From an optimization exercise on the open Yosys and OpenROAD flow, aimed at small area, a short achievable clock period and few clock cycles per item; shortcuts taken in it are not production practice. Function was checked by simulation only, so behaviour that the tests miss may differ from the original. Power is estimated from default activity; no workload was simulated.

## flow/design.v (module list and top-level ports; edited modules follow where they fit)
// module iir_st0: 461 lines
// module iir_stm: 571 lines
// module iir_stf: 12 lines
// module iir_biquad_tdm: 138 lines
module iir_biquad_tdm (
  input  logic               clk,
  input  logic               reset,
  input  logic               in_valid,
  output logic               in_ready,
  input  logic [1:0]         in_ch,
  input  logic [16:0]        x,
  input  logic               coef_we,
  input  logic [2:0]         coef_sel,
  input  logic [16:0]        coef_data,
  output logic               out_valid,
  output logic [1:0]         out_ch,
  output logic [16:0]        y,
  output logic               ovf
);
  // ...
==> flow/run.sh <==
#!/bin/bash
# synth_recipe.tcl (not shown) runs the flow's synth.tcl, then flattens the netlist and writes it again
# the make line also repeats each setting of config.mk as NAME=value (left out here)
make -C /OpenROAD-flow-scripts/flow DESIGN_CONFIG=/design/flow/config.mk WORK_HOME=/design/flow/orfs CLKGATE_MAP_FILE= SYNTH_SCRIPT=/design/flow/synth_recipe.tcl finish
==> flow/config.mk <==
export PLATFORM = sky130hd
export DESIGN_NAME = iir_biquad_tdm
export DESIGN_NICKNAME = iir_biquad_tdm
export VERILOG_FILES = /design/flow/design.v
export SDC_FILE = /design/flow/constraint.sdc
export NUM_CORES = 4
export LEC_CHECK = 0
export CAP_MARGIN = 20
export CORE_MARGIN = 2
export CORE_UTILIZATION = 40
export SLEW_MARGIN = 20
==> flow/constraint.sdc <==
create_clock -name core_clock -period 13.0 [get_ports {clk}]
set_input_delay 2.6000 -clock core_clock [delete_from_list [all_inputs] [get_ports {clk}]]
set_output_delay 2.6000 -clock core_clock [all_outputs]
set_load 0.01 [all_outputs]
==> out/qor.yml, run 1 <==
placed_design:
  pre_cts_slack_ps: 7740
sta:
  min_period_ps: 4570
  fin_crit_sh_pct: 35.2
  holdWs_ps: 327
  setup_viol: 0
  tightest_slew_ps: 1170
  fin_ws_ps: 8430
  timing.setup.tns_ps: 0
floorplanning:
  initial_core_util_pct: 40.3
  design.core.area_um2: 146000
power_and_ir_drop:
  swShare_pct: 31.9
  power.group.top: "registers"
  powerDensity_nw_per_um2: 118
  ir_worst_vdd_mv: 0.114
  p_total_mw: 7.47
  power.leakage_nw: 24.3
setup_path:
  regToRegSetupSlack_ps: 8560
  crit_buf_inv: 2
  worstSetupPathType: "reg2out"
  crit_start: "rdy_q"
  cp_slowest_stage_delay_ps: 630
synth:
  async_reset_ff_share_pct: 0
  ys_ff_latch: 846
cells_and_area:
  bufAreaShareNonClock_pct: 2.19
  n_all_inverters: 896
  largest_class: "multi-input combinational cells"
  clk_share_pct: 4.42
  seq_cell_count: 846
outcome:
  status: "complete, no violations"
detailed_routing:
  wl_per_cell_um: 20.2
  dr_wl_met3_mm: 8.90
  top_layer_used: "met5"
clock_network:
  post_cts_buffers: 0
  worstSkewPairLatency_ps: 670
  root_buffer: "clkbuf_16"
grt:
  grt_pass1_vias: 41100
  use_met2_pct: 32.3
Testbench counts, summed over its fixed seeds: cycles 4,240, items 4,096.
==> module iir_biquad_tdm, before the edit <==
module iir_biquad_tdm (
  input  logic               clk,
  input  logic               reset,
  input  logic               in_valid,
  output logic               in_ready,
  input  logic [1:0]         in_ch,
  input  logic [16:0]        x,
  input  logic               coef_we,
  input  logic [2:0]         coef_sel,
  input  logic [16:0]        coef_data,
  output logic               out_valid,
  output logic [1:0]         out_ch,
  output logic [16:0]        y,
  output logic               ovf
);
  logic [1:0]  slot;
  logic        rdy_q, v0;
  logic [1:0]  c0;
  logic [16:0] x0, x0d;
  logic [25:0] cb0, cb1, cb2, ca1, ca2;
  logic        pv;
  logic [2:0]  psel;
  logic [1:0]  pcnt;
  logic [16:0] pdata;
  logic [16:0] rx1 [4], rx2 [4], ry1 [4], ry2 [4];
  logic        vs1, vs2, vs3, vs4, vs5;
  logic [35:0] p1a, p1b, p2a, p2b, p3a, p3b, p4a, p4b, p5a, p5b;
  logic [35:0] q1a, q1b, q2a, q2b, q3a, q3b, q4a, q4b, q5a, q5b;
  logic [16:0] y_d;
  logic        ovf_d;
  logic        issue, cw, cw_d, apply, v0_n, pv_n, rdy_n;
  logic [1:0]  c0_n, pcnt_n;
  logic [2:0]  psel_n;
  function automatic logic [25:0] booth_enc(input logic [16:0] c,
                                              input logic negate);
    logic [8:0] one, neg;
    logic [7:0] two;
    logic hi, mid, lo;
    for (int k = 0; k < 9; k++) begin
      hi  = c[(2*k+1 > 16) ? 16 : 2*k+1];
      mid = c[2*k];
      lo  = (k == 0) ? 1'b0 : c[2*k-1];
      one[k] = mid ^ lo;
      if (k < 8) two[k] = (hi & ~mid & ~lo) | (~hi & mid & lo);
      neg[k] = negate ? (~hi & (mid | lo)) : (hi & ~(mid & lo));
    end
    booth_enc = {neg, two, one};
  endfunction
  function automatic logic [1:0] lat(input logic [2:0] sel);
    case (sel)
      3'd0:    lat = 2'd1;    
      3'd2:    lat = 2'd0;    
      3'd4:    lat = 2'd2;    
      default: lat = 2'd3;    
    endcase
  endfunction
  assign in_ready = rdy_q;
  assign issue    = v0 & (c0 == slot);
  assign cw       = rdy_q & coef_we;
  assign cw_d     = cw & (coef_sel == 3'd0 | coef_sel == 3'd2 |
                          coef_sel == 3'd3 | coef_sel == 3'd4);
  assign apply    = pv & (pcnt == lat(psel));
  assign v0_n   = rdy_q ? in_valid : (v0 & ~issue);
  assign c0_n   = rdy_q ? in_ch : c0;
  assign pv_n   = cw_d | (pv & ~apply);
  assign psel_n = cw_d ? coef_sel : psel;
  assign pcnt_n = cw_d ? 2'd0 : pcnt + 2'd1;
  assign rdy_n  = (~v0_n | (c0_n == slot + 2'd1)) &
                  (~pv_n | (pcnt_n == lat(psel_n)));
  iir_st0 u_s0 (.c(cb1), .d(rx1[0]), .out_a(q1a), .out_b(q1b));
  iir_stm u_s1 (.c(cb2), .d(rx2[3]), .in_a(p1a), .in_b(p1b), .out_a(q2a), .out_b(q2b));
  iir_stm u_s2 (.c(cb0), .d(rx1[2]), .in_a(p2a), .in_b(p2b), .out_a(q3a), .out_b(q3b));
  iir_stm u_s3 (.c(ca2), .d(ry2[1]), .in_a(p3a), .in_b(p3b), .out_a(q4a), .out_b(q4b));
  iir_stm u_s4 (.c(ca1), .d(ry1[0]), .in_a(p4a), .in_b(p4b), .out_a(q5a), .out_b(q5b));
  iir_stf u_s5 (.in_a(p5a), .in_b(p5b), .y_o(y_d), .ovf_o(ovf_d));
  always_ff @(posedge clk) begin
    x0d <= x0;
    p1a <= q1a; p1b <= q1b;
    p2a <= q2a; p2b <= q2b;
    p3a <= q3a; p3b <= q3b;
    p4a <= q4a; p4b <= q4b;
    p5a <= q5a; p5b <= q5b;
    y   <= y_d;
    ovf <= ovf_d;
    out_ch <= slot - 2'd1;
    if (rdy_q) begin
      c0 <= in_ch;
      x0 <= x;
    end
    if (cw_d) begin
      psel  <= coef_sel;
      pdata <= coef_data;
    end
    pcnt <= pcnt_n;
    if (reset) begin
      slot  <= 2'd0;
      rdy_q <= 1'b1;
      v0    <= 1'b0;
      pv    <= 1'b0;
      vs1 <= 1'b0; vs2 <= 1'b0; vs3 <= 1'b0; vs4 <= 1'b0; vs5 <= 1'b0;
      out_valid <= 1'b0;
      cb0 <= '0; cb1 <= '0; cb2 <= '0; ca1 <= '0; ca2 <= '0;
      for (int k = 0; k < 4; k++) begin
        rx1[k] <= '0; rx2[k] <= '0; ry1[k] <= '0; ry2[k] <= '0;
      end
    end else begin
      slot  <= slot + 2'd1;
      rdy_q <= rdy_n;
      v0    <= v0_n;
      pv    <= pv_n;
      vs1 <= issue; vs2 <= vs1; vs3 <= vs2; vs4 <= vs3; vs5 <= vs4;
      out_valid <= vs5;
      if (cw && coef_sel == 3'd1) cb1 <= booth_enc(coef_data, 1'b0);
      if (apply) begin
        case (psel)
          3'd0:    cb0 <= booth_enc(pdata, 1'b0);
          3'd2:    cb2 <= booth_enc(pdata, 1'b0);
          3'd3:    ca1 <= booth_enc(pdata, 1'b1);
          default: ca2 <= booth_enc(pdata, 1'b1);
        endcase
      end
      for (int k = 0; k < 4; k++) begin
        rx1[k] <= rx1[(k + 1) % 4];
        rx2[k] <= rx2[(k + 1) % 4];
        ry1[k] <= ry1[(k + 1) % 4];
        ry2[k] <= ry2[(k + 1) % 4];
      end
      if (vs1) begin
        rx1[2] <= x0d;
        rx2[2] <= rx1[3];
      end
      if (vs5) begin
        ry1[2] <= y_d;
        ry2[2] <= ry1[3];
      end
    end
  end
endmodule
==> run 2: changes to the inputs <==
--- a/flow/design.v
+++ b/flow/design.v
@@ -1066,5 +1066,5 @@
   logic        rdy_q, v0;
   logic [1:0]  c0;
-  logic [16:0] x0, x0d;
+  logic [16:0] x0;
   logic [25:0] cb0, cb1, cb2, ca1, ca2;
   logic        pv;
@@ -1098,6 +1098,6 @@
   function automatic logic [1:0] lat(input logic [2:0] sel);
     case (sel)
+      3'd1:    lat = 2'd0;    
       3'd0:    lat = 2'd1;    
-      3'd2:    lat = 2'd0;    
       3'd4:    lat = 2'd2;    
       default: lat = 2'd3;    
@@ -1107,5 +1107,5 @@
   assign issue    = v0 & (c0 == slot);
   assign cw       = rdy_q & coef_we;
-  assign cw_d     = cw & (coef_sel == 3'd0 | coef_sel == 3'd2 |
+  assign cw_d     = cw & (coef_sel == 3'd0 | coef_sel == 3'd1 |
                           coef_sel == 3'd3 | coef_sel == 3'd4);
   assign apply    = pv & (pcnt == lat(psel));
@@ -1117,6 +1117,6 @@
   assign rdy_n  = (~v0_n | (c0_n == slot + 2'd1)) &
                   (~pv_n | (pcnt_n == lat(psel_n)));
-  iir_st0 u_s0 (.c(cb1), .d(rx1[0]), .out_a(q1a), .out_b(q1b));
-  iir_stm u_s1 (.c(cb2), .d(rx2[3]), .in_a(p1a), .in_b(p1b), .out_a(q2a), .out_b(q2b));
+  iir_st0 u_s0 (.c(cb2), .d(rx2[0]), .out_a(q1a), .out_b(q1b));
+  iir_stm u_s1 (.c(cb1), .d(rx2[3]), .in_a(p1a), .in_b(p1b), .out_a(q2a), .out_b(q2b));
   iir_stm u_s2 (.c(cb0), .d(rx1[2]), .in_a(p2a), .in_b(p2b), .out_a(q3a), .out_b(q3b));
   iir_stm u_s3 (.c(ca2), .d(ry2[1]), .in_a(p3a), .in_b(p3b), .out_a(q4a), .out_b(q4b));
@@ -1124,5 +1124,4 @@
   iir_stf u_s5 (.in_a(p5a), .in_b(p5b), .y_o(y_d), .ovf_o(ovf_d));
   always_ff @(posedge clk) begin
-    x0d <= x0;
     p1a <= q1a; p1b <= q1b;
     p2a <= q2a; p2b <= q2b;
@@ -1160,9 +1159,9 @@
       vs1 <= issue; vs2 <= vs1; vs3 <= vs2; vs4 <= vs3; vs5 <= vs4;
       out_valid <= vs5;
-      if (cw && coef_sel == 3'd1) cb1 <= booth_enc(coef_data, 1'b0);
+      if (cw && coef_sel == 3'd2) cb2 <= booth_enc(coef_data, 1'b0);
       if (apply) begin
         case (psel)
           3'd0:    cb0 <= booth_enc(pdata, 1'b0);
-          3'd2:    cb2 <= booth_enc(pdata, 1'b0);
+          3'd1:    cb1 <= booth_enc(pdata, 1'b0);
           3'd3:    ca1 <= booth_enc(pdata, 1'b1);
           default: ca2 <= booth_enc(pdata, 1'b1);
@@ -1175,7 +1174,7 @@
         ry2[k] <= ry2[(k + 1) % 4];
       end
-      if (vs1) begin
-        rx1[2] <= x0d;
-        rx2[2] <= rx1[3];
+      if (issue) begin
+        rx1[3] <= x0;
+        rx2[3] <= rx1[0];
       end
       if (vs5) begin
--- a/flow/config.mk
+++ b/flow/config.mk
@@ -6,4 +6,5 @@
 export NUM_CORES = 4
 export LEC_CHECK = 0
+export ABC_AREA = 1
 export CAP_MARGIN = 20
 export CORE_MARGIN = 2
==> run 2 against run 1 <==
  * Global-route usage increased by 3.7 points
  * Worst setup slack worse by 49 ps
  * Clock power is 5% higher
  * Hold slack gained 1.2 ps
  * Sequential cell count shrank 17
  * First-iteration DRC count increased by 23%
  * Still clean
  * Critical path type unchanged
==> out/qor.yml, run 2 <==
setup_path:
  r2r_start: "ca2[18]"  # was ca1[18]
  worstSetupPathType: "reg2out"  # unchanged
  cp.arrival_ps: 2020  # was 1970 ps
  worstSetupEndpointType: "primary output"  # unchanged
  worstSetupStartpointType: "flop"  # unchanged
  reg2reg_to: "p4b[17]"  # was p5b[18]
  regToRegSetupSlack_ps: 8400  # was 8560 ps
  reg2regPathDepth: 8  # unchanged
  path_max_fanout: 22  # was 24
  cp_data_required_time_ps: 10400  # about the same
power_and_ir_drop:
  powerDensity_nw_per_um2: 153  # was 118 nW/µm²
  p_total_mw: 9.66  # was 7.47 mW
  ir_worst_vdd_mv: 0.116  # was 0.114 mV
  power.leakage_nw: 26.4  # was 24.3 nW
sta:
  grt_setup_unrepaired: "false"  # unchanged
  fin_crit_sh_pct: 35.6  # was 35.2%
  skew_ps: 49.3  # was 33.2 ps
  fmax_mhz: 216  # was 219 MHz
  min_period_ps: 4620  # was 4570 ps
  timing.setup.tns_ps: 0  # unchanged
  holdWs_ps: 328  # was 327 ps
  fin_ws_ps: 8380  # was 8430 ps
  setup_viol: 0  # unchanged
  drv_slew: 0  # unchanged
  tightest_slew_ps: 1110  # was 1170 ps
  hold_viol_final: 0  # unchanged
  maxSlewHeadroom_pct: 26.0  # was 21.7%
clock_network:
  cts_hold_buffers: 0  # unchanged
  cts_inserted_buffers: 88  # was 84
  cts_max_level: 3  # unchanged
  cts_resized: 0  # unchanged
  clock-sinks: 829  # was 846
  post_cts_buffers: 0  # unchanged
  root_buffer: "clkbuf_16"  # unchanged
  worstSkewPairLatency_ps: 720  # was 670 ps
  cts.clk_slew.worst_paths_ps: 60  # about the same
  cts_buffer_depth: 3  # unchanged
  cts_tree: "done"  # unchanged
placed_design:
  dp_hpwl_mm: 138  # was 115 mm
  gp_congestion: 0.945  # was 0.875
  numPortBuffers: 64  # unchanged
  pre_cts_slack_ps: 7500  # was 7740 ps
synth:
  synthTopCellsByArea: "dfxtp_1, fa_1, xor2_1"  # was dfxtp_1, fa_1, a22oi_1
  synth_fa_ha_area_share_pct: 30.7  # was 30.5%
  synth.net_count: 7338  # was 6858
  netlist_instances: 6325  # was 5845
  ys_ff_latch: 829  # was 846
  dominantRegCellSynth: "dfxtp_1"  # unchanged
  netlist_area_um2: 58500  # was 58900 µm²
  yosys_warnings: 9  # unchanged
  async_reset_ff_share_pct: 0  # unchanged
  synth.most_common_cell: "inv_1"  # unchanged
  synth_top_family_by_area: "adder cells"  # unchanged
  synth-compound-area-share_pct: 11.2  # was 11.1%
  yosysTopAreaCell: "dfxtp_1"  # unchanged
  synthMuxAreaShare_pct: 0.0385  # was 1.33%
  synth_simple_gate_area_share_pct: 5.41  # was 6.35%
  synth_xor_area_share_pct: 12.2  # was 12.4%
  avgSynthCellArea_um2: 9.25  # was 10.1 µm²
  synth_commonest_cells: "inv_1, xor2_1, dfxtp_1"  # was inv_1, dfxtp_1, fa_1
  synth.distinct_cells: 39  # was 67
  yosysSeqAreaShare_pct: 28.9  # was 29.3%
  synth_edf_count: 34  # unchanged
  yosysTopAreaCellShare_pct: 27.2  # was 27.6%
detailed_routing:
  drt_iter0_drc: 3594  # was 2920
  num_vias: 42600  # was 39.2k
  remaining_drc_errors: 0  # unchanged
  wl_per_cell_um: 22.1  # was 20.2 µm
  ant_nets: 0  # unchanged
  via_per_inst: 5.22  # was 5.18
  dr.pass1.iters: 6  # was 9
  routed_wl_mm: 180  # was 152 mm
worst_hold_path:
  min_to: "p3b[35]"  # unchanged
  hp-class: "reg2reg"  # unchanged
  whs_path_depth: 0  # unchanged
  hp-start: "p2a[35]"  # unchanged
flow_run:
  cap_violations: 0  # unchanged
grt:
  grt_first_pass_wirelength_mm: 271  # was 241 mm
  grt_pass1_vias: 43200  # was 41.1k
  grt_max_degree: 73  # was 122
  grt_overflow: 0  # unchanged
  grt_usage_pct: 24.0  # was 20.3%
  antenna_found_initial: 3  # was 2
floorplanning:
  die_h_um: 386  # was 388 µm
  io_pins: 65  # unchanged
  design.core.area_um2: 145000  # was 146000 µm²
  row_count: 140  # unchanged
  dieArea_um2: 149000  # was 150000 µm²
  die_x_um: 386  # was 388 µm
  initial_core_util_pct: 40.2  # was 40.3%
outcome:
  status: "complete, no violations"  # unchanged
cells_and_area:
  fin_nets: 7173  # was 6591
  final_common_cell: "inv_1"  # unchanged
  finish.utilization_pct: 43.5  # was 43.6%
  mostFrequentLayoutCells: "inv_1, xor2_1, dfxtp_1"  # was inv_1, dfxtp_1, fa_1
  diodes: 0  # was 1
  drive_above_1_share_pct: 3.26  # was 4.89%
  area_growth_pct: 8.22  # was 7.96%
  num-fill-cells: 14200  # was 13.8k
## run 2: worst max-delay path, stage by stage (launching register included)
cell,delay [ps]
dfxtp_1,300
buf_4,400
clkdlybuf4s50_1,630
## run 2: per-stage QoR
step           std cells  cell area (µm²)
4_1_cts             8147            63300
6_report            8147            63300
3_3_place_gp        7987            60400
2_1_floorplan       6325            58500
3_5_place_dp        7987            60400
5_1_grt             8147            63300
## run 2: worst max-delay path by stage
stage,from,to,slack (ps),cells after the start
after global routing,ca2[18],p4b[17],8260,8
after floorplan,coef_sel[0],rdy_q,8490,10
final,rdy_q,in_ready,8380,2
after global placement,coef_we,cb2[24],7530,8
after CTS,coef_we,cb2[22],8230,8
after detailed placement,coef_we,cb2[22],7500,8
## run 2: cell families (layout without fill, tap and decap cells)
group,Yosys count,in the layout
compound gates,1134,1134
xor+xnor,818,818
fa+ha+maj,970,970
buf+inv,1762,1667
flops,829,829
mux,2,2
simple gates,810,810
## run 2: final cells by class
class	instances	area [µm²]	area share, %
clock inverter	45	571	0.901
inverter	1415	5320	8.40
sequential	829	16900	26.8
timing repair buffer	92	856	1.35
clock buffer	115	2370	3.75
tap	1917	2400	3.79
multi-input combinational	3734	34900	55.1
## run 2: layer usage
layer | GRT usage (%) | wire, µm
met3 | 3.31 | 11100
met1 | 30.8 | 73700
met2 | 39.8 | 85200
met5 | 0 | 7
met4 | 11.7 | 10100
## run 2: report_power, final
part	total, mW	leakage [nW]	switching (mW)	internal, mW
Clock	2.60	1.40	1.12	1.48
Combinational	3.78	18.1	2.41	1.37
Sequential	3.28	6.81	0.251	3.03
Testbench counts of run 2, summed over its fixed seeds: cycles 4,240, items 4,096.
==> run 3: changes to the inputs <==
--- a/flow/design.v
+++ b/flow/design.v
@@ -1064,5 +1064,5 @@
 );
   logic [1:0]  slot;
-  logic        rdy_q, v0;
+  logic        rdy_q, busy_q, rdy, v0;
   logic [1:0]  c0;
   logic [16:0] x0;
@@ -1105,11 +1105,12 @@
   endfunction
   assign in_ready = rdy_q;
+  assign rdy      = ~busy_q;
   assign issue    = v0 & (c0 == slot);
-  assign cw       = rdy_q & coef_we;
+  assign cw       = rdy & coef_we;
   assign cw_d     = cw & (coef_sel == 3'd0 | coef_sel == 3'd1 |
                           coef_sel == 3'd3 | coef_sel == 3'd4);
   assign apply    = pv & (pcnt == lat(psel));
-  assign v0_n   = rdy_q ? in_valid : (v0 & ~issue);
-  assign c0_n   = rdy_q ? in_ch : c0;
+  assign v0_n   = rdy ? in_valid : (v0 & ~issue);
+  assign c0_n   = rdy ? in_ch : c0;
   assign pv_n   = cw_d | (pv & ~apply);
   assign psel_n = cw_d ? coef_sel : psel;
@@ -1132,5 +1133,5 @@
     ovf <= ovf_d;
     out_ch <= slot - 2'd1;
-    if (rdy_q) begin
+    if (rdy) begin
       c0 <= in_ch;
       x0 <= x;
@@ -1144,4 +1145,5 @@
       slot  <= 2'd0;
       rdy_q <= 1'b1;
+      busy_q <= 1'b0;
       v0    <= 1'b0;
       pv    <= 1'b0;
@@ -1155,4 +1157,5 @@
       slot  <= slot + 2'd1;
       rdy_q <= rdy_n;
+      busy_q <= ~rdy_n;
       v0    <= v0_n;
       pv    <= pv_n;
==> flow/flow/run.sh (new file) <==
#!/bin/bash
# Standard ORFS layout, with two changes to how it is made: the port
# buffers use a plain buffer cell instead of the delay buffer the resizer
# picks by default, and the timing repair aims below the clock period.
set -euo pipefail
cd "$(dirname "$0")/.."
bash standard.sh \
  BUFFER_PORTS_ARGS="-buffer_cell sky130_fd_sc_hd__buf_4" \
  SETUP_SLACK_MARGIN=9.3 \
  finish > flow_make.log 2>&1
==> flow/standard.sh (new file) <==
#!/bin/bash
# synth_recipe.tcl (not shown) runs the flow's synth.tcl, then flattens the netlist and writes it again
# the make line also repeats each setting of config.mk as NAME=value (left out here)
make -C /OpenROAD-flow-scripts/flow DESIGN_CONFIG=/design/flow/config.mk WORK_HOME=/design/flow/orfs CLKGATE_MAP_FILE= SYNTH_SCRIPT=/design/flow/synth_recipe.tcl "${@:-finish}"
removed: flow/run.sh
==> run 3 against run 2 <==
  * Non-clock buffer count is 164 higher
  * Clock-buffer cell count unchanged
  * Sequential share of layout area fell by 0.72 points
  * Critical path type unchanged
  * Critical endpoint is now y[0]
  * First-iteration DRC count grew 14%
  * Power increased by 0.58%
  * Routed wire length up 3.5%
  * Global-route usage grew 0.47 points
==> out/qor.yml, run 3 <==
outcome:
  status: "complete, no violations"  # unchanged
floorplanning:
  initial_core_util_pct: 40.3  # was 40.2%
  dieArea_um2: 150000  # was 149000 µm²
  io_pins: 65  # unchanged
  die_h_um: 387  # was 386 µm
  design.core.area_um2: 146000  # was 145000 µm²
  row_count: 140  # unchanged
  die_x_um: 387  # was 386 µm
cells_and_area:
  drive_above_1_share_pct: 11.7  # was 3.26%
  diodes: 0  # unchanged
  num-fill-cells: 13900  # was 14.2k
  final_common_cell: "inv_1"  # unchanged
  multiInputGateArea_um2: 35200  # was 34900 µm²
  area_growth_pct: 11.8  # was 8.22%
  fin_nets: 7323  # was 7173
  seq_area_um2: 17100  # was 16900 µm²
  mostFrequentLayoutCells: "inv_1, xor2_1, fa_1"  # was inv_1, xor2_1, dfxtp_1
clock_network:
  cts_tree: "done"  # unchanged
  clock-sinks: 830  # was 829
  cts_inserted_buffers: 88  # unchanged
  worstSkewPairLatency_ps: 710  # was 720 ps
  cts_max_level: 3  # unchanged
  root_buffer: "clkbuf_16"  # unchanged
  cts.clk_slew.worst_paths_ps: 60  # about the same
  cts_buffer_depth: 3  # unchanged
  cts_hold_buffers: 0  # unchanged
power_and_ir_drop:
  power.leakage_nw: 27.4  # was 26.4 nW
  ir_worst_vdd_mv: 0.127  # was 0.116 mV
  powerDensity_nw_per_um2: 148  # was 153 nW/µm²
placed_design:
  gp_congestion: 0.952  # was 0.945
  numPortBuffers: 64  # unchanged
  dp_hpwl_mm: 140  # was 138 mm
  pre_cts_slack_ps: 7950  # was 7500 ps
synth:
  yosysSeqAreaShare_pct: 28.9  # about the same
  yosysTopAreaCell: "dfxtp_1"  # unchanged
  synth.distinct_cells: 42  # was 39
  netlist_instances: 6303  # was 6325
  synth.net_count: 7316  # was 7338
  synth_edf_count: 34  # unchanged
  avgSynthCellArea_um2: 9.31  # was 9.25 µm²
  async_reset_ff_share_pct: 0  # unchanged
  netlist_area_um2: 58700  # was 58500 µm²
  yosysTopAreaCellShare_pct: 27.2  # about the same
  synthTopCellsByArea: "dfxtp_1, fa_1, xor2_1"  # unchanged
  ys_ff_latch: 830  # was 829
  dominantRegCellSynth: "dfxtp_1"  # unchanged
  yosys_warnings: 9  # unchanged
  synth.most_common_cell: "inv_1"  # unchanged
  synth_commonest_cells: "inv_1, xor2_1, dfxtp_1"  # unchanged
setup_path:
  cp.arrival_ps: 1130  # was 2020 ps
  worstSetupEndpointType: "primary output"  # unchanged
  critPathSlowestCell: "dfxtp_2"  # was clkdlybuf4s50_1
  r2r_start: "ca1[13]"  # was ca2[18]
  cp_data_required_time_ps: 10400  # about the same
  cp_slowest_stage_delay_ps: 330  # was 630 ps
  crit_chain: "buf_6"  # was buf_4 -> clkdlybuf4s50_1
  cpLargestDelayFamily: "flip-flops"  # was buffers and inverters
  crit_buf_inv: 1  # was 2
  worstSetupStartpointType: "flop"  # unchanged
  path_max_fanout: 1  # was 22
  crit_start: "y[0]"  # was rdy_q
  worstSetupPathType: "reg2out"  # unchanged
sta:
  tightest_slew_ps: 1040  # was 1110 ps
  fin_crit_sh_pct: 28.7  # was 35.6%
  maxSlewHeadroom_pct: 30.6  # was 26.0%
  setup_viol: 0  # unchanged
  fmax_mhz: 268  # was 216 MHz
  drv_slew: 0  # unchanged
  timing.setup.tns_ps: 0  # unchanged
  skew_ps: 28.1  # was 49.3 ps
  grt_setup_unrepaired: "true"  # was false
  min_period_ps: 3730  # was 4620 ps
  fin_ws_ps: 9270  # was 8380 ps
  hold_viol_final: 0  # unchanged
detailed_routing:
  remaining_drc_errors: 0  # unchanged
  drt_iter0_drc: 4105  # was 3594
  dr.pass1.iters: 6  # unchanged
  num_vias: 43800  # was 42.6k
  routed_wl_mm: 186  # was 180 mm
  ant_nets: 0  # unchanged
  via_per_inst: 5.28  # was 5.22
  wl_per_cell_um: 22.5  # was 22.1 µm
grt:
  grt_max_degree: 104  # was 73
  antenna_found_initial: 9  # was 3
  grt_usage_pct: 24.5  # was 24.0%
  grt_pass1_vias: 43700  # was 43.2k
  grt_overflow: 0  # unchanged
  grt_first_pass_wirelength_mm: 277  # was 271 mm
flow_run:
  cap_violations: 0  # unchanged
worst_hold_path:
  hp-start: "p2a[35]"  # unchanged
  hp-class: "reg2reg"  # unchanged
-- run 3: cell count changes in the layout (fill, tap and decap cells not counted), sizes merged, moves of 5 or more --
cell,delta
buf,+226
clkdlybuf4s50,-63
clkinv,-38
clkinvlp,+24
inv,+10
nand2,-28
nor2,+12
o21bai,-5
xor2,+5
-- run 3: cell type report --
| type | count | area share, % |
|---|---|---|
| clock buffer | 115 | 3.76 |
| clock inverter | 41 | 0.786 |
| inverter | 1409 | 8.90 |
| multi-input combinational | 3720 | 53.7 |
| sequential | 830 | 26.0 |
| tap | 1917 | 3.66 |
| timing repair buffer | 256 | 3.17 |
| timing repair inverter | 5 | 0.0382 |
-- run 3: routing by layer --
layer	part of all wire, %	vias to the layer above	global-route usage [%]
li1	-	19500	-
met1	40	21700	32.1
met2	46	2048	39.4
met3	8.0	487	4.32
met4	5.3	8	11.2
met5	0.023	-	0
-- run 3: logic make-up (layout without fill, tap and decap cells) --
group,count (synthesis),count (layout),synth area share [%]
DFF,830,830,28.9
buffers and inverters,1753,1826,11.4
xor gates and xnor gates,821,821,12.3
and+or+nand+nor,799,799,5.43
AOI/OAI and AO/OA,1124,1124,11.3
adders and majority gates,970,970,30.6
muxes,6,6,0.115
-- run 3: where the power goes --
part           leakage, nW  switching [mW]  internal (mW)
Clock                 1.46            1.12           1.51
Sequential            6.85           0.260           3.04
Combinational         19.1            2.39           1.39
Total                 27.4            3.77           5.95
-- run 3: through the flow --
stage	hold slack, ps	std cells	area [µm²]	power [mW]	util (%)
floorplan	310	6303	58700	5.53	-
global placement	311	7969	60400	6.99	41.5
detailed placement	315	7969	60400	7.05	41.5
CTS	328	8166	64300	9.72	44.2
global route	344	8293	65600	10.3	45.1
finish	328	8293	65600	9.72	45.1
-- run 3: timing repair --
| item | in CTS | in global routing |
|---|---|---|
| pin swaps | 5 | 26 |
| resized for setup | 280 | 125 |
| cloned | 0 | 5 |
| setup buffers | 41 | 121 |
| endpoints found under the setup margin | 271 | 190 |
-- run 3: worst paths after layout --
path | to | slack, ps | depth (start not counted)
worst max-delay path | y[0] | 9270 | 1
worst min-delay path | p3b[35] | 330 | 0
worst max register to register | p5b[19] | 9330 | 9
worst min register to register | p3b[35] | 330 | 0
-- run 3: worst reg2reg max path, cell delays in order (launching register included) --
cell	delay (ps)
dfxtp_1	340
clkinv_2	260
o22ai_2	270
xor2_1	200
fa_1	460
fa_1	520
fa_1	440
inv_1	120
fa_1	430
fa_1	490
Testbench counts of run 3, summed over its fixed seeds: cycles 4,240, items 4,096.
==> run 4: changes to the inputs <==
==> flow/flow/run.sh (replaced) <==
#!/bin/bash
# Standard ORFS layout with three changes to how it is made:
#  - after the standard synthesis, flow/invopt.py re-chooses the polarity of
#    each full adder (and of some two-level gates) to cancel the inverters
#    synthesis leaves between adders; the logic and registers are unchanged;
#  - the port buffers use a plain buffer cell instead of a delay buffer;
#  - the timing repair aims below the clock period (setup margin).
# Each tool's output goes to a log file of its own in this folder.
set -euo pipefail
cd "$(dirname "$0")/.."
KNOBS=(BUFFER_PORTS_ARGS="-buffer_cell sky130_fd_sc_hd__buf_4" SETUP_SLACK_MARGIN=9.4)
RES="$PWD/orfs/results/sky130hd/iir_biquad_tdm/base"
bash standard.sh "${KNOBS[@]}" "$RES/1_2_yosys.v" > flow_synth.log 2>&1
cp "$RES/1_2_yosys.v" yosys_netlist.v
python3 flow/invopt.py yosys_netlist.v "$RES/1_2_yosys.v" > invopt.log 2>&1
bash standard.sh "${KNOBS[@]}" finish > flow_make.log 2>&1
==> flow/flow/invopt.py (new file) <==
#!/usr/bin/env python3
"""Remove inverters around full adders in a flat Yosys netlist.

A full adder is self-dual: FA(~a, ~b, ~c) = (~cout, ~sum).  Choosing for each
adder whether it works on true or complemented signals (and whether each
xor2/xnor2 gate is an xor or an xnor) changes nothing the circuit computes, but
can cancel most inverters that synthesis leaves between adders.  This script
picks those polarities greedily to minimise the number of inverters, then
rewrites the netlist with one inverter per signal that still needs one.
Registers and ports are untouched.

usage: invopt.py IN.v OUT.v
"""
import re, sys
from collections import defaultdict

OUTPINS = {"X", "Y", "Q", "Q_N", "SUM", "COUT", "HI", "LO"}
INV_RE = re.compile(r"sky130_fd_sc_hd__(inv|clkinv)_\d+$")
FA_RE = re.compile(r"sky130_fd_sc_hd__fa_\d+$")
PAIRS = {"xor2": ("xnor2", "X", "Y"), "xnor2": ("xor2", "Y", "X"),
         "nand2": ("and2", "Y", "X"), "and2": ("nand2", "X", "Y"),
         "nor2": ("or2", "Y", "X"), "or2": ("nor2", "X", "Y"),
         "nand3": ("and3", "Y", "X"), "and3": ("nand3", "X", "Y"),
         "nor3": ("or3", "Y", "X"), "or3": ("nor3", "X", "Y"),
         "a21oi": ("a21o", "Y", "X"), "a21o": ("a21oi", "X", "Y"),
         "a22oi": ("a22o", "Y", "X"), "a22o": ("a22oi", "X", "Y"),
         "o21ai": ("o21a", "Y", "X"), "o21a": ("o21ai", "X", "Y"),
         "mux2i": ("mux2", "Y", "X"), "mux2": ("mux2i", "X", "Y")}
XOR_RE = re.compile(r"sky130_fd_sc_hd__(" + "|".join(PAIRS) + r")_(\d+)$")
LIB = "/OpenROAD-flow-scripts/flow/platforms/sky130hd/lib/sky130_fd_sc_hd__tt_025C_1v80.lib"
AREA = {}
for mm in re.finditer(r'cell \("?(sky130_fd_sc_hd__\w+)"?\)\s*\{.*?area\s*:\s*([\d.]+)', open(LIB).read(), re.S):
    AREA[mm.group(1)] = float(mm.group(2))
INV_AREA = 3.7536

def partner(t):
    mm = XOR_RE.match(t)
    o, pin_from, pin_to = PAIRS[mm.group(1)]
    for d in (mm.group(2), "1", "0", "2"):
        cand = f"sky130_fd_sc_hd__{o}_{d}"
        if cand in AREA:
            return cand, pin_from, pin_to
    return None

src = open(sys.argv[1]).read()
m = re.search(r"^module\s+(\S+)\s*\((.*?)\);", src, re.S | re.M)
body_start = m.end()
body_end = src.rindex("endmodule")
head, body, tail = src[:body_start], src[body_start:body_end], src[body_end:]

# split body into statements
cell_re = re.compile(r"^\s*(sky130_fd_sc_hd__\w+)\s+(\S+)\s*\((.*?)\);\s*$", re.S | re.M)
pin_re = re.compile(r"\.(\w+)\(\s*(.*?)\s*\)\s*(?:,|$)", re.S)

cells = []
for cm in cell_re.finditer(body):
    typ, name, conns = cm.group(1), cm.group(2), cm.group(3)
    pins = {}
    for pm in pin_re.finditer(conns):
        pins[pm.group(1)] = pm.group(2).strip()
    cells.append({"type": typ, "name": name, "pins": pins, "span": cm.span()})

other = cell_re.sub("", body)
# nets used in assign statements or as ports are left alone
port_names = set()
for decl in re.finditer(r"^\s*(input|output|inout)\s+(?:\[\d+:\d+\]\s*)?([^;]+);", other, re.M):
    for n in decl.group(2).split(","):
        port_names.add(n.strip())
assign_text = " ".join(re.findall(r"^\s*assign\s+.*?;", other, re.M | re.S))

def base(net):
    n = net.strip()
    if n.startswith("\\"):
        n = n.split()[0]
        return n[1:].split("[")[0] if False else n
    return re.sub(r"\[\d+\]$", "", n)

def protected(net):
    b = base(net)
    if b in port_names:
        return True
    if net in assign_text or (b and b in assign_text.split()):
        return True
    return False

driver = {}
for i, c in enumerate(cells):
    for p, n in c["pins"].items():
        if p in OUTPINS:
            driver[n] = (i, p)

def is_inv(c):
    return INV_RE.match(c["type"]) is not None

# inverters we may remove: input and output nets not protected
removable = set()
for i, c in enumerate(cells):
    if is_inv(c) and not protected(c["pins"]["Y"]) and not protected(c["pins"]["A"]):
        removable.add(i)

def root(net):
    par = 0
    seen = 0
    while net in driver and driver[net][0] in removable and seen < 100:
        net = cells[driver[net][0]]["pins"]["A"]
        par ^= 1
        seen += 1
    return net, par

# consumers: (root, parity, cell index, pin)
cons = defaultdict(list)
for i, c in enumerate(cells):
    if i in removable:
        continue
    for p, n in c["pins"].items():
        if p in OUTPINS or n.startswith("1'b") or n == "":
            continue
        r, par = root(n)
        cons[r].append((par, i, p))
# nets used by assigns / ports consumed through removable inverters: keep parity 0 use
for i in removable:
    pass

flip = defaultdict(int)            # cell index -> 0/1
def rootflip(r):
    d = driver.get(r)
    if d is None:
        return 0
    return flip[d[0]]

def need_inv(r):
    f = rootflip(r)
    for par, i, p in cons[r]:
        fi = flip[i] if FA_RE.match(cells[i]["type"]) else 0
        if par ^ fi ^ f:
            return 1
    return 0

flippable = [i for i, c in enumerate(cells)
             if FA_RE.match(c["type"]) or (XOR_RE.match(c["type"]) and partner(c["type"]))]
def adelta(i):
    c = cells[i]
    if not flip[i] or FA_RE.match(c["type"]):
        return 0.0
    return AREA[partner(c["type"])[0]] - AREA[c["type"]]
# roots touched by a flip of cell i
def touched(i):
    c = cells[i]
    rs = set()
    for p, n in c["pins"].items():
        if p in OUTPINS:
            rs.add(n)
        elif FA_RE.match(c["type"]) and not n.startswith("1'b"):
            rs.add(root(n)[0])
    return rs

touch = {i: touched(i) for i in flippable}
before = sum(need_inv(r) for r in list(cons))
for it in range(20):
    changed = 0
    for i in flippable:
        rs = touch[i]
        old = INV_AREA * sum(need_inv(r) for r in rs) + adelta(i)
        flip[i] ^= 1
        new = INV_AREA * sum(need_inv(r) for r in rs) + adelta(i)
        if new < old:
            changed += 1
        else:
            flip[i] ^= 1
    if not changed:
        break
import random, math
rng = random.Random(1)
def cost_of(i):
    return INV_AREA * sum(need_inv(r) for r in touch[i]) + adelta(i)
cur = INV_AREA * sum(need_inv(r) for r in list(cons)) + sum(adelta(i) for i in flippable)
best = cur
best_flip = dict(flip)
T0, NIT = 2.0, 400000
for it in range(NIT):
    T = T0 * (1 - it / NIT) + 1e-3
    i = flippable[rng.randrange(len(flippable))]
    old = cost_of(i)
    flip[i] ^= 1
    d = cost_of(i) - old
    if d <= 0 or rng.random() < math.exp(-d / T):
        cur += d
        if cur < best - 1e-9:
            best = cur
            best_flip = dict(flip)
    else:
        flip[i] ^= 1
flip.clear()
flip.update(best_flip)
after = sum(need_inv(r) for r in list(cons))
sys.stderr.write(f"inverters: {len(removable)} removable; signals needing one: {before} -> {after}\n")

# rewrite
def esc(n):
    return n + " " if n.startswith("\\") else n

newinv = {}
extra_cells = []
extra_wires = []
def inv_of(r):
    if r not in newinv:
        w = f"_invopt_{len(newinv)}_"
        newinv[r] = w
        extra_wires.append(f"  wire {w};")
        extra_cells.append(f"  sky130_fd_sc_hd__inv_1 {w}cell (\n    .A({esc(r)}),\n    .Y({w})\n  );")
    return newinv[r]

for r, lst in cons.items():
    f = rootflip(r)
    for par, i, p in lst:
        fi = flip[i] if FA_RE.match(cells[i]["type"]) else 0
        cells[i]["pins"][p] = inv_of(r) if (par ^ fi ^ f) else r
for i in flippable:
    if flip[i] and XOR_RE.match(cells[i]["type"]):
        nt, pf, pt = partner(cells[i]["type"])
        cells[i]["type"] = nt
        pins = cells[i]["pins"]
        pins[pt] = pins.pop(pf)

out = []
pos = 0
for i, c in enumerate(cells):
    s, e = c["span"]
    out.append(body[pos:s])
    pos = e
    if i in removable:
        continue
    pins = ",\n".join(f"    .{p}({esc(n)})" for p, n in c["pins"].items())
    out.append(f"  {c['type']} {c['name']} (\n{pins}\n  );")
out.append(body[pos:])
newbody = "".join(out)
newbody = "\n".join(extra_wires) + "\n" + newbody + "\n" + "\n".join(extra_cells) + "\n"
open(sys.argv[2], "w").write(head + newbody + tail)
==> run 4 against run 3 <==
  * Still clean
  * Design area about the same
  * Die area down 5.6%
  * Routed wire length shrank 2.0%
  * Power down 2.1%
  * Synthesized cell count decreased by 14%
  * Cell count fell by 8.9%
  * Core utilization is 2.7 points higher
  * Sequential share of layout area about the same
  * Sequential cell count stayed put
  * Non-clock buffer count grew 275
  * Critical path type unchanged
  * Largest power group unchanged
  * Highest routed layer is now met4
==> out/qor.yml, run 4 <==
outcome:
  status: "complete, no violations"  # unchanged
synth:
  synth.net_count: 6423  # was 7316
  netlist_instances: 5410  # was 6303
  yosys_warnings: 9  # unchanged
  avgSynthCellArea_um2: 10.2  # was 9.31 µm²
  netlist_area_um2: 55400  # was 58700 µm²
detailed_routing:
  routed_wl_mm: 183  # was 186 mm
  wl_per_cell_um: 24.2  # was 22.5 µm
  via_per_inst: 5.48  # was 5.28
  ant_nets: 0  # unchanged
  dr.pass1.iters: 5  # was 6
  remaining_drc_errors: 0  # unchanged
  drt_iter0_drc: 3483  # was 4105
  num_vias: 41400  # was 43.8k
floorplanning:
  row_count: 136  # was 140
  dieArea_um2: 141000  # was 150000 µm²
  io_pins: 65  # unchanged
  design.core.area_um2: 137000  # was 146000 µm²
  die_x_um: 376  # was 387 µm
  die_h_um: 376  # was 387 µm
  initial_core_util_pct: 40.3  # about the same
grt:
  antenna_found_initial: 1  # was 9
  grt.met3_usage_pct: 3.88  # was 4.32%
  top_usage_layer: "met2"  # unchanged
  grt_max_degree: 90  # was 104
  grt_usage_pct: 25.6  # was 24.5%
  grt_overflow: 0  # unchanged
  met1_usage_pct: 31.7  # was 32.1%
  grt_first_pass_wirelength_mm: 272  # was 277 mm
  use_met2_pct: 42.1  # was 39.4%
  grt_pass1_vias: 42800  # was 43.7k
cells_and_area:
  mostFrequentLayoutCells: "fa_1, dfxtp_1, o22ai_1"  # was inv_1, xor2_1, fa_1
  num-fill-cells: 12500  # was 13.9k
  final_common_cell: "fa_1"  # was inv_1
  fin_nets: 6704  # was 7323
  drive_above_1_share_pct: 19.2  # was 11.7%
  area_growth_pct: 18.6  # was 11.8%
sta:
  timing.setup.tns_ps: 0  # unchanged
  setup_viol: 0  # unchanged
  fin_ws_ps: 9250  # was 9270 ps
  tightest_slew_ps: 972  # was 1040 ps
  drv_slew: 0  # unchanged
  hold_viol_final: 0  # unchanged
  maxSlewHeadroom_pct: 35.0  # was 30.6%
  skew_ps: 40.3  # was 28.1 ps
  min_period_ps: 3750  # was 3730 ps
  fmax_mhz: 267  # was 268 MHz
  grt_setup_unrepaired: "true"  # unchanged
  fin_crit_sh_pct: 28.9  # was 28.7%
clock_network:
  root_buffer: "clkbuf_16"  # unchanged
  cts_tree: "done"  # unchanged
  clock-sinks: 830  # unchanged
  worstSkewPairLatency_ps: 720  # was 710 ps
  cts_inserted_buffers: 89  # was 88
  cts_max_level: 3  # unchanged
  cts.clk_slew.worst_paths_ps: 60  # about the same
  cts_hold_buffers: 0  # unchanged
  cts_buffer_depth: 3  # unchanged
setup_path:
  worstSetupEndpointType: "primary output"  # unchanged
  path_max_fanout: 1  # unchanged
  crit_chain: "buf_6"  # unchanged
  cp.arrival_ps: 1150  # was 1130 ps
  cp_data_required_time_ps: 10400  # about the same
  regToRegSetupSlack_ps: 9320  # was 9330 ps
  reg2reg_to: "p2b[20]"  # was p5b[19]
  crit_buf_inv: 1  # unchanged
  critPathSlowestCell: "dfxtp_2"  # unchanged
  cpLargestDelayFamily: "flip-flops"  # unchanged
  r2r_start: "cb1[11]"  # was ca1[13]
  reg2regPathDepth: 9  # unchanged
  cp_slowest_stage_delay_ps: 320  # was 330 ps
  worstSetupPathType: "reg2out"  # unchanged
  worstSetupStartpointType: "flop"  # unchanged
placed_design:
  dp_hpwl_mm: 126  # was 140 mm
  gp_congestion: 0.928  # was 0.952
  pre_cts_slack_ps: 7700  # was 7950 ps
  numPortBuffers: 64  # unchanged
power_and_ir_drop:
  p_int_mw: 6.14  # was 5.95 mW
  swShare_pct: 35.4  # was 38.8%
  power.leakage_nw: 27.9  # was 27.4 nW
  clockPowerShare_pct: 29.4  # was 27.1%
  ir_worst_vdd_mv: 0.109  # was 0.127 mV
  combPwrFrac_pct: 35.7  # was 38.9%
  powerDensity_nw_per_um2: 145  # was 148 nW/µm²
  p_seq_share_pct: 34.9  # was 34.0%
  p_switching_mw: 3.37  # was 3.77 mW
worst_hold_path:
  min_to: "p3b[35]"  # unchanged
  hp-start: "p2a[35]"  # unchanged
  hp-class: "reg2reg"  # unchanged
  whs_path_depth: 0  # unchanged
flow_run:
  cap_violations: 0  # unchanged
run 4: how the worst max path moves through the flow:
stage,slack [ps],cells past startpoint,end,startpoint
after floorplan,9140,11,busy_q,coef_sel[0]
after global placement,7780,5,ca2[8],reset
after detailed placement,7700,5,rx2[3][0],reset
after CTS,9200,1,y[2],y[2]
after global routing,9190,1,y[2],y[2]
final,9250,1,y[2],y[2]
run 4: area by class of cell:
class,count,area (µm²),share of cell area [%]
inverters,516,2500,3.81
well taps,1794,2240,3.42
diodes,1,2.50,0.00381
repair inverters,3,21.3,0.0324
multi-input cells,3720,35900,54.6
clock buffers,116,2500,3.81
flip-flops and latches,830,17100,26.1
repair buffers,531,4650,7.09
clock inverters,48,733,1.12
run 4: metrics by stage:
step / area [µm²] / hold WS [ps] / std cells / util [%] / power [mW]
2_1_floorplan: 55400 / 310 / 5410 / - / 5.38
4_1_cts: 63600 / 330 / 7421 / 46.3 / 9.46
6_report: 65600 / 327 / 7559 / 47.7 / 9.51
3_3_place_gp: 57000 / 314 / 6965 / 41.5 / 6.45
3_5_place_dp: 57000 / 315 / 6965 / 41.5 / 6.52
5_1_grt: 65600 / 332 / 7558 / 47.7 / 10.1
run 4: power by group through the flow:
stage / sequential (mW) / combinational (mW) / clock [mW]
2_1_floorplan: 3.25 / 2.13 / 0
3_3_place_gp: 3.35 / 3.09 / 0
3_5_place_dp: 3.36 / 3.16 / 0
4_1_cts: 3.31 / 3.31 / 2.83
5_1_grt: 3.35 / 3.80 / 2.94
6_report: 3.32 / 3.40 / 2.79
run 4: repair_timing:
action / 4_1_cts / 5_1_grt
setup buffers: 291 / 134
resized for setup: 307 / 182
pin swaps: 85 / 143
gates cloned: 1 / 2
endpoints found under the setup margin: 394 / 218
run 4: routing by layer:
layer  share of wire [%]  up-vias
met5                   0        -
met4                 7.1        0
met3                 6.5      561
met2                  47     1939
met1                  40    20600
li1                    -    18300
==> run 5: changes to the inputs <==
--- a/flow/design.v
+++ b/flow/design.v
@@ -1080,4 +1080,5 @@
   logic        issue, cw, cw_d, apply, v0_n, pv_n, rdy_n;
   logic [1:0]  c0_n, pcnt_n;
+  logic [25:0] enc_in, enc_p;
   logic [2:0]  psel_n;
   function automatic logic [25:0] booth_enc(input logic [16:0] c,
@@ -1116,6 +1117,18 @@
   assign psel_n = cw_d ? coef_sel : psel;
   assign pcnt_n = cw_d ? 2'd0 : pcnt + 2'd1;
-  assign rdy_n  = (~v0_n | (c0_n == slot + 2'd1)) &
-                  (~pv_n | (pcnt_n == lat(psel_n)));
+  assign rdy_n  = rdy ? (~(in_valid & (in_ch != slot + 2'd1)) &
+                         ~(coef_we & (coef_sel == 3'd0 | coef_sel == 3'd3 |
+                                      coef_sel == 3'd4)))
+                      : ((~v0_n | (c0 == slot + 2'd1)) &
+                         (~pv_n | (pcnt_n == lat(psel_n))));
+  assign enc_in = booth_enc(coef_data, 1'b0) & {26{~reset}};
+  assign enc_p  = booth_enc(pdata, psel[2] | psel[1]) & {26{~reset}};
+  always_ff @(posedge clk) begin
+    if (reset | (cw & (coef_sel == 3'd2)))  cb2 <= enc_in;
+    if (reset | (apply & (psel == 3'd0)))   cb0 <= enc_p;
+    if (reset | (apply & (psel == 3'd1)))   cb1 <= enc_p;
+    if (reset | (apply & (psel == 3'd3)))   ca1 <= enc_p;
+    if (reset | (apply & (psel == 3'd4)))   ca2 <= enc_p;
+  end
   iir_st0 u_s0 (.c(cb2), .d(rx2[0]), .out_a(q1a), .out_b(q1b));
   iir_stm u_s1 (.c(cb1), .d(rx2[3]), .in_a(p1a), .in_b(p1b), .out_a(q2a), .out_b(q2b));
@@ -1150,5 +1163,4 @@
       vs1 <= 1'b0; vs2 <= 1'b0; vs3 <= 1'b0; vs4 <= 1'b0; vs5 <= 1'b0;
       out_valid <= 1'b0;
-      cb0 <= '0; cb1 <= '0; cb2 <= '0; ca1 <= '0; ca2 <= '0;
       for (int k = 0; k < 4; k++) begin
         rx1[k] <= '0; rx2[k] <= '0; ry1[k] <= '0; ry2[k] <= '0;
@@ -1162,13 +1174,4 @@
       vs1 <= issue; vs2 <= vs1; vs3 <= vs2; vs4 <= vs3; vs5 <= vs4;
       out_valid <= vs5;
-      if (cw && coef_sel == 3'd2) cb2 <= booth_enc(coef_data, 1'b0);
-      if (apply) begin
-        case (psel)
-          3'd0:    cb0 <= booth_enc(pdata, 1'b0);
-          3'd1:    cb1 <= booth_enc(pdata, 1'b0);
-          3'd3:    ca1 <= booth_enc(pdata, 1'b1);
-          default: ca2 <= booth_enc(pdata, 1'b1);
-        endcase
-      end
       for (int k = 0; k < 4; k++) begin
         rx1[k] <= rx1[(k + 1) % 4];
--- a/flow/flow/run.sh
+++ b/flow/flow/run.sh
@@ -9,5 +9,5 @@
 set -euo pipefail
 cd "$(dirname "$0")/.."
-KNOBS=(BUFFER_PORTS_ARGS="-buffer_cell sky130_fd_sc_hd__buf_4" SETUP_SLACK_MARGIN=9.4)
+KNOBS=(BUFFER_PORTS_ARGS="-buffer_cell sky130_fd_sc_hd__buf_4" SETUP_SLACK_MARGIN=9.3)
 RES="$PWD/orfs/results/sky130hd/iir_biquad_tdm/base"
 bash standard.sh "${KNOBS[@]}" "$RES/1_2_yosys.v" > flow_synth.log 2>&1
--- a/flow/config.mk
+++ b/flow/config.mk
@@ -6,5 +6,4 @@
 export NUM_CORES = 4
 export LEC_CHECK = 0
-export ABC_AREA = 1
 export CAP_MARGIN = 20
 export CORE_MARGIN = 2
==> run 5 against run 4 <==
  * Fmax is 0.82% lower
  * Worst setup slack worse by 31 ps
  * Register-to-register slack better by 20 ps
  * Core utilization is 2.4 points lower
  * Synthesized cell count is 13% lower
  * Clock skew is 24 ps higher
  * Largest cell class unchanged
  * Die area is 0.44% lower
  * Design area is 5.2% lower
  * Clock power is 5% lower
  * Highest routed layer unchanged
  * Global-route usage is 4.1 points lower
==> out/qor.yml, run 5 <==
outcome:
  status: "complete, no violations"  # unchanged
sta:
  tightest_slew_ps: 1120  # was 972 ps
  grt_setup_unrepaired: "true"  # unchanged
  skew_ps: 63.9  # was 40.3 ps
  setup_viol: 0  # unchanged
  timing.setup.tns_ps: 0  # unchanged
  fin_crit_sh_pct: 29.1  # was 28.9%
  drv_slew: 0  # unchanged
  maxSlewHeadroom_pct: 25.3  # was 35.0%
  hold_viol_final: 0  # unchanged
  fin_ws_ps: 9220  # was 9250 ps
  fmax_mhz: 264  # was 267 MHz
  min_period_ps: 3780  # was 3750 ps
cells_and_area:
  final_common_cell: "fa_1"  # unchanged
  num-fill-cells: 12500  # about the same
  drive_above_1_share_pct: 12.9  # was 19.2%
  mostFrequentLayoutCells: "fa_1, xnor2_1, a22oi_1"  # was fa_1, dfxtp_1, o22ai_1
  fin_nets: 5668  # was 6704
  area_growth_pct: 12.9  # was 18.6%
  finalNonFillerCells: 6522  # was 7559
synth:
  netlist_area_um2: 55100  # was 55400 µm²
  yosys_warnings: 9  # unchanged
  avgSynthCellArea_um2: 11.7  # was 10.2 µm²
  synth.net_count: 5708  # was 6423
  netlist_instances: 4695  # was 5410
worst_hold_path:
  whs_path_depth: 0  # unchanged
  hp-start: "p2a[35]"  # unchanged
  hp-class: "reg2reg"  # unchanged
  min_to: "p3b[35]"  # unchanged
floorplanning:
  design.core.area_um2: 137000  # about the same
  dieArea_um2: 141000  # about the same
  initial_core_util_pct: 40.2  # was 40.3%
  io_pins: 65  # unchanged
  row_count: 136  # unchanged
  die_x_um: 375  # was 376 µm
  die_h_um: 375  # was 376 µm
detailed_routing:
  routed_wl_mm: 152  # was 183 mm
  drt_iter0_drc: 3254  # was 3483
  num_vias: 36000  # was 41.4k
  top_layer_used: "met4"  # unchanged
  dr_wl_met2_mm: 68.8  # was 85.3 mm
  ant_nets: 0  # unchanged
  dr_wl_met3_mm: 12.3  # was 11.9 mm
  wl_per_cell_um: 23.3  # was 24.2 µm
  remaining_drc_errors: 0  # unchanged
  met1_length_mm: 66.7  # was 72.7 mm
  via_per_inst: 5.52  # was 5.48
  dr.pass1.iters: 6  # was 5
power_and_ir_drop:
  clockPowerShare_pct: 18.9  # was 29.4%
  ir_worst_vdd_mv: 0.124  # was 0.109 mV
  swShare_pct: 39.8  # was 35.4%
  p_seq_share_pct: 27.5  # was 34.9%
  combPwrFrac_pct: 53.6  # was 35.7%
  power.leakage_nw: 22.7  # was 27.9 nW
  powerDensity_nw_per_um2: 226  # was 145 nW/µm²
  p_int_mw: 8.48  # was 6.14 mW
  p_switching_mw: 5.60  # was 3.37 mW
clock_network:
  cts_max_level: 3  # unchanged
  worstSkewPairLatency_ps: 710  # was 720 ps
  root_buffer: "clkbuf_16"  # unchanged
  clock-sinks: 830  # unchanged
  cts_hold_buffers: 0  # unchanged
  cts_tree: "done"  # unchanged
  cts_inserted_buffers: 87  # was 89
  cts.clk_slew.worst_paths_ps: 60  # about the same
  cts_buffer_depth: 3  # unchanged
setup_path:
  worstSetupEndpointType: "primary output"  # unchanged
  r2r_start: "ca1[19]"  # was cb1[11]
  path_max_fanout: 1  # unchanged
  cpLargestDelayFamily: "flip-flops"  # unchanged
  reg2regPathDepth: 8  # was 9
  crit_buf_inv: 1  # unchanged
  critPathSlowestCell: "dfxtp_4"  # was dfxtp_2
  cp_data_required_time_ps: 10400  # about the same
  crit_chain: "buf_6"  # unchanged
  worstSetupPathType: "reg2out"  # unchanged
  worstSetupStartpointType: "flop"  # unchanged
  regToRegSetupSlack_ps: 9340  # was 9320 ps
  reg2reg_to: "p5b[22]"  # was p2b[20]
  cp.arrival_ps: 1180  # was 1150 ps
  cp_slowest_stage_delay_ps: 360  # was 320 ps
placed_design:
  numPortBuffers: 64  # unchanged
  dp_hpwl_mm: 108  # was 126 mm
  pre_cts_slack_ps: 8300  # was 7700 ps
  place_inst: 6150  # was 6965
  gp_congestion: 0.878  # was 0.928
flow_run:
  cap_violations: 0  # unchanged
grt:
  antenna_found_initial: 2  # was 1
  grt_overflow: 0  # unchanged
  grt_first_pass_wirelength_mm: 233  # was 272 mm
  grt_max_degree: 114  # was 90
  grt_pass1_vias: 37300  # was 42.8k
  grt_usage_pct: 21.5  # was 25.6%
## run 5: worst max path at each step
stage | startpoint | endpoint | slack (ps) | cells past startpoint
finish | y[8] | y[8] | 9220 | 1
global route | y[8] | y[8] | 9170 | 1
CTS | y[8] | y[8] | 9190 | 1
detailed placement | reset | ry1[2][9] | 8300 | 4
global placement | coef_sel[0] | busy_q | 8310 | 10
floorplan | coef_sel[1] | rdy_q | 8710 | 8
## run 5: stage by stage
stage	cell area [µm²]	util [%]	hold slack (ps)	total power, mW
after floorplan	55200	-	310	8.86
after global placement	56700	41.3	314	11.1
after detailed placement	56700	41.3	315	11.4
after CTS	61400	44.8	330	14.2
after global routing	62200	45.3	337	15.4
final	62200	45.3	328	14.1
## run 5: power by group through the flow
stage	sequential, mW	combinational (mW)	clock (mW)
6_report	3.87	7.55	2.66
3_5_place_dp	4.01	7.36	0
5_1_grt	3.92	8.62	2.83
2_1_floorplan	3.78	5.08	0
3_3_place_gp	4.00	7.11	0
4_1_cts	3.90	7.54	2.71
## run 5: repair_timing
action                     CTS  global route
buffers inserted           146            64
setup endpoints to repair  149            83
pin swaps                    0            22
resized for setup           83            51
## run 5: layout make-up
type	instances	area (µm²)	area share, %
clock inverters	41	548	0.881
multi-input cells	3296	34900	56.1
inverters	89	383	0.616
repair buffers	351	3220	5.18
clock buffers	120	2570	4.13
flip-flops and latches	830	18400	29.5
diodes	1	2.50	0.00402
well taps	1794	2240	3.61
## run 5: per-layer routing
| layer | vias to the layer above | global-route usage, % |
|---|---|---|
| met4 | 0 | 6.21 |
| met2 | 1646 | 33.5 |
| met1 | 18500 | 30.4 |
| met3 | 330 | 4.21 |
| met5 | - | 0.0343 |
| li1 | 15600 | - |
Testbench counts of run 5, summed over its fixed seeds: cycles 4,240, items 4,096.
==> run 6: changes to the inputs <==
--- a/flow/design.v
+++ b/flow/design.v
@@ -1063,5 +1063,5 @@
   output logic               ovf
 );
-  logic [1:0]  slot;
+  logic [1:0]  slot, zc;
   logic        rdy_q, busy_q, rdy, v0;
   logic [1:0]  c0;
@@ -1121,5 +1121,5 @@
                                       coef_sel == 3'd4)))
                       : ((~v0_n | (c0 == slot + 2'd1)) &
-                         (~pv_n | (pcnt_n == lat(psel_n))));
+                         (~pv_n | (pcnt_n == lat(psel_n))) & (zc[1] == 1'b0));
   assign enc_in = booth_enc(coef_data, 1'b0) & {26{~reset}};
   assign enc_p  = booth_enc(pdata, psel[2] | psel[1]) & {26{~reset}};
@@ -1157,15 +1157,14 @@
     if (reset) begin
       slot  <= 2'd0;
-      rdy_q <= 1'b1;
-      busy_q <= 1'b0;
+      zc    <= 2'd3;
+      rdy_q <= 1'b0;
+      busy_q <= 1'b1;
       v0    <= 1'b0;
       pv    <= 1'b0;
       vs1 <= 1'b0; vs2 <= 1'b0; vs3 <= 1'b0; vs4 <= 1'b0; vs5 <= 1'b0;
       out_valid <= 1'b0;
-      for (int k = 0; k < 4; k++) begin
-        rx1[k] <= '0; rx2[k] <= '0; ry1[k] <= '0; ry2[k] <= '0;
-      end
     end else begin
       slot  <= slot + 2'd1;
+      if (zc != 2'd0) zc <= zc - 2'd1;
       rdy_q <= rdy_n;
       busy_q <= ~rdy_n;
@@ -1174,18 +1173,25 @@
       vs1 <= issue; vs2 <= vs1; vs3 <= vs2; vs4 <= vs3; vs5 <= vs4;
       out_valid <= vs5;
-      for (int k = 0; k < 4; k++) begin
-        rx1[k] <= rx1[(k + 1) % 4];
-        rx2[k] <= rx2[(k + 1) % 4];
-        ry1[k] <= ry1[(k + 1) % 4];
-        ry2[k] <= ry2[(k + 1) % 4];
-      end
-      if (issue) begin
-        rx1[3] <= x0;
-        rx2[3] <= rx1[0];
-      end
-      if (vs5) begin
-        ry1[2] <= y_d;
-        ry2[2] <= ry1[3];
-      end
+    end
+  end
+  always_ff @(posedge clk) begin
+    for (int k = 0; k < 4; k++) begin
+      rx1[k] <= rx1[(k + 1) % 4];
+      rx2[k] <= rx2[(k + 1) % 4];
+      ry1[k] <= ry1[(k + 1) % 4];
+      ry2[k] <= ry2[(k + 1) % 4];
+    end
+    if (reset || zc != 2'd0) begin
+      rx1[3] <= '0;
+      rx2[3] <= '0;
+      ry1[3] <= '0;
+      ry2[3] <= '0;
+    end else if (issue) begin
+      rx1[3] <= x0;
+      rx2[3] <= rx1[0];
+    end
+    if (vs5 && !reset) begin
+      ry1[2] <= y_d;
+      ry2[2] <= ry1[3];
     end
   end
==> run 6 against run 5 <==
  * Cell count is 3.4% lower
  * Clock power down 5%
  * Area after synthesis fell by 1.5%
  * Critical path depth stayed put
  * Power rose by 5.6%
  * Die area is 1.5% lower
  * Critical endpoint is now in_ready
  * Synthesized cell count fell by 3.4%
  * Routed wire length shrank 3.0%
  * Sequential cell count rose by 2
  * Via count is 3.7% lower
  * Largest cell class unchanged
  * Fmax is 2.0% higher
==> out/qor.yml, run 6 <==
detailed_routing:
  drt_iter0_drc: 3301  # was 3254
  via_per_inst: 5.51  # was 5.52
  dr.pass1.iters: 6  # unchanged
  num_vias: 34700  # was 36.0k
  dr_wl_met2_mm: 67.2  # was 68.8 mm
  wl_per_cell_um: 23.4  # was 23.3 µm
  met1_length_mm: 64.9  # was 66.7 mm
  dr_wl_met3_mm: 10.2  # was 12.3 mm
  routed_wl_mm: 147  # was 152 mm
  top_layer_used: "met4"  # unchanged
  remaining_drc_errors: 0  # unchanged
  ant_nets: 0  # unchanged
sta:
  skew_ps: 22.5  # was 63.9 ps
  min_period_ps: 3710  # was 3780 ps
  maxSlewHeadroom_pct: 20.4  # was 25.3%
  tightest_slew_ps: 1190  # was 1120 ps
  hold_viol_final: 0  # unchanged
  holdWs_ps: 318  # was 328 ps
  setup_viol: 0  # unchanged
  fmax_mhz: 270  # was 264 MHz
  drv_slew: 0  # unchanged
  fin_crit_sh_pct: 28.5  # was 29.1%
  grt_setup_unrepaired: "true"  # unchanged
  timing.setup.tns_ps: 0  # unchanged
placed_design:
  numPortBuffers: 64  # unchanged
  gp_congestion: 0.896  # was 0.878
  place_inst: 6004  # was 6150
  dp_hpwl_mm: 107  # was 108 mm
setup_path:
  cp_slowest_stage_delay_ps: 330  # was 360 ps
  cpLargestDelayFamily: "flip-flops"  # unchanged
  cp.arrival_ps: 1110  # was 1180 ps
  worstSetupPathType: "reg2out"  # unchanged
  crit_buf_inv: 1  # unchanged
  cp_data_required_time_ps: 10400  # about the same
  crit_chain: "buf_6"  # unchanged
  worstSetupEndpointType: "primary output"  # unchanged
  worstSetupStartpointType: "flop"  # unchanged
  critPathSlowestCell: "dfxtp_2"  # was dfxtp_4
  path_max_fanout: 1  # unchanged
grt:
  antenna_found_initial: 4  # was 2
  grt_first_pass_wirelength_mm: 227  # was 233 mm
  grt_pass1_vias: 36300  # was 37.3k
  grt_overflow: 0  # unchanged
  grt_max_degree: 65  # was 114
  grt_usage_pct: 21.4  # was 21.5%
cells_and_area:
  mostFrequentLayoutCells: "fa_1, xnor2_1, a22oi_1"  # unchanged
  fin_nets: 5462  # was 5668
  final_common_cell: "fa_1"  # unchanged
  drive_above_1_share_pct: 13.2  # was 12.9%
  finalNonFillerCells: 6302  # was 6522
  area_growth_pct: 11.8  # was 12.9%
floorplanning:
  row_count: 135  # was 136
  die_h_um: 372  # was 375 µm
  initial_core_util_pct: 40.2  # about the same
  design.core.area_um2: 135000  # was 137000 µm²
  io_pins: 65  # unchanged
  die_x_um: 372  # was 375 µm
  dieArea_um2: 139000  # was 141000 µm²
clock_network:
  clock-sinks: 832  # was 830
  cts_tree: "done"  # unchanged
  cts_max_level: 3  # unchanged
  cts_buffer_depth: 3  # unchanged
  cts.clk_slew.worst_paths_ps: 60  # about the same
  cts_inserted_buffers: 84  # was 87
  root_buffer: "clkbuf_16"  # unchanged
  worstSkewPairLatency_ps: 660  # was 710 ps
synth:
  netlist_area_um2: 54300  # was 55100 µm²
  yosys_warnings: 9  # unchanged
  netlist_instances: 4536  # was 4695
  avgSynthCellArea_um2: 12.0  # was 11.7 µm²
  synth.net_count: 5550  # was 5708
flow_run:
  cap_violations: 0  # unchanged
power_and_ir_drop:
  power.leakage_nw: 22.0  # was 22.7 nW
  powerDensity_nw_per_um2: 245  # was 226 nW/µm²
  ir_worst_vdd_mv: 0.117  # was 0.124 mV
worst_hold_path:
  hp-class: "reg2reg"  # unchanged
outcome:
  status: "complete, no violations"  # unchanged
run 6: metrics by stage:
step                power [mW]  cell area, µm²  setup WS [ps]  utilization (%)
floorplan                 9.58           54400           8670                -
global placement          12.0           56000           8190             41.4
detailed placement        12.3           56000           8200             41.4
CTS                       15.0           60000           9250             44.4
global route              16.3           60700           9220             44.9
finish                    14.9           60700           9290             44.9
run 6: worst paths after layout:
path              from         to  slack [ps]  depth (start not counted)
max              rdy_q   in_ready        9290                          1
min          rx1[1][1]  rx1[0][1]         320                          0
max reg2reg  ry2[1][8]    p4b[17]        9300                          7
min reg2reg  rx1[1][1]  rx1[0][1]         320                          0
run 6: metal layers:
metal / GRT usage [%] / up-vias
met2: 34.0 / 1529
met3: 3.14 / 296
met1: 29.8 / 17800
met5: 0 / -
li1: - / 15000
met4: 7.72 / 0
run 6: layout make-up:
class	count	area, µm²
antenna	2	5.00
clock buffer	117	2440
clock inverter	40	503
fill	12400	74400
inverter	101	430
multi-input combinational	3147	34100
sequential	832	18400
tap	1781	2230
timing repair buffer	281	2540
timing repair inverter	1	5.00
run 6: power by group:
part / leakage (nW) / switching (mW) / internal [mW]
Sequential: 7.19 / 0.370 / 3.54
Combinational: 13.4 / 4.56 / 3.86
Clock: 1.44 / 1.04 / 1.51
Total: 22.0 / 5.96 / 8.91
run 6: what timing repair did:
action / in CTS / in global routing
endpoints found under the setup margin: 191 / 103
buffers inserted: 99 / 39
gates cloned: 1 / 0
hold buffers: 0 / 0
resized for setup: 81 / 85
pin swaps: 1 / 25
Testbench counts of run 6, summed over its fixed seeds: cycles 4,256, items 4,096.

==> port drivers added, routing unchanged <==
In the flow no input, the clock included, has a driving cell. The finished layouts below were timed again as built, in two steps. Step 1 assumes that a clkbuf_16 drives the clock port and a buf_2 every other input. Step 2 times the ports against the registers' clock, not the clock port: input delays grow and output delays shrink by t, the midpoint of the rising clock arrivals with the driver on. Slacks: ideal / step 1 / step 2; pairs: ideal / step 1.
| run | shift t [ns] | setup WS [ns] | hold WS [ns] | clock arrival spread, ns | cell pins on the clock port's net |
|---|---|---|---|---|---|
| run 1 | 0.738 | 8.426 / 8.346 / 7.890 | 0.327 / 0.327 / 0.327 | 0.036 / 0.036 | 1 |
| run 2 | 0.772 | 8.377 / 8.299 / 7.758 | 0.328 / 0.328 / 0.328 | 0.050 / 0.049 | 1 |
| run 3 | 0.770 | 9.269 / 9.188 / 8.718 | 0.328 / 0.328 / 0.328 | 0.033 / 0.033 | 1 |
| run 4 | 0.780 | 9.249 / 9.172 / 8.865 | 0.327 / 0.327 / 0.327 | 0.043 / 0.043 | 1 |
| run 5 | 0.752 | 9.218 / 9.143 / 8.564 | 0.328 / 0.328 / 0.328 | 0.064 / 0.064 | 1 |
| run 6 | 0.728 | 9.294 / 9.220 / 8.628 | 0.318 / 0.318 / 0.318 | 0.026 / 0.026 | 1 |
After both steps setup and hold are still met in every run listed. For run 6, which loses most, drivers alone change the setup slack by -0.074 ns; drivers and shift together by -0.666 ns.
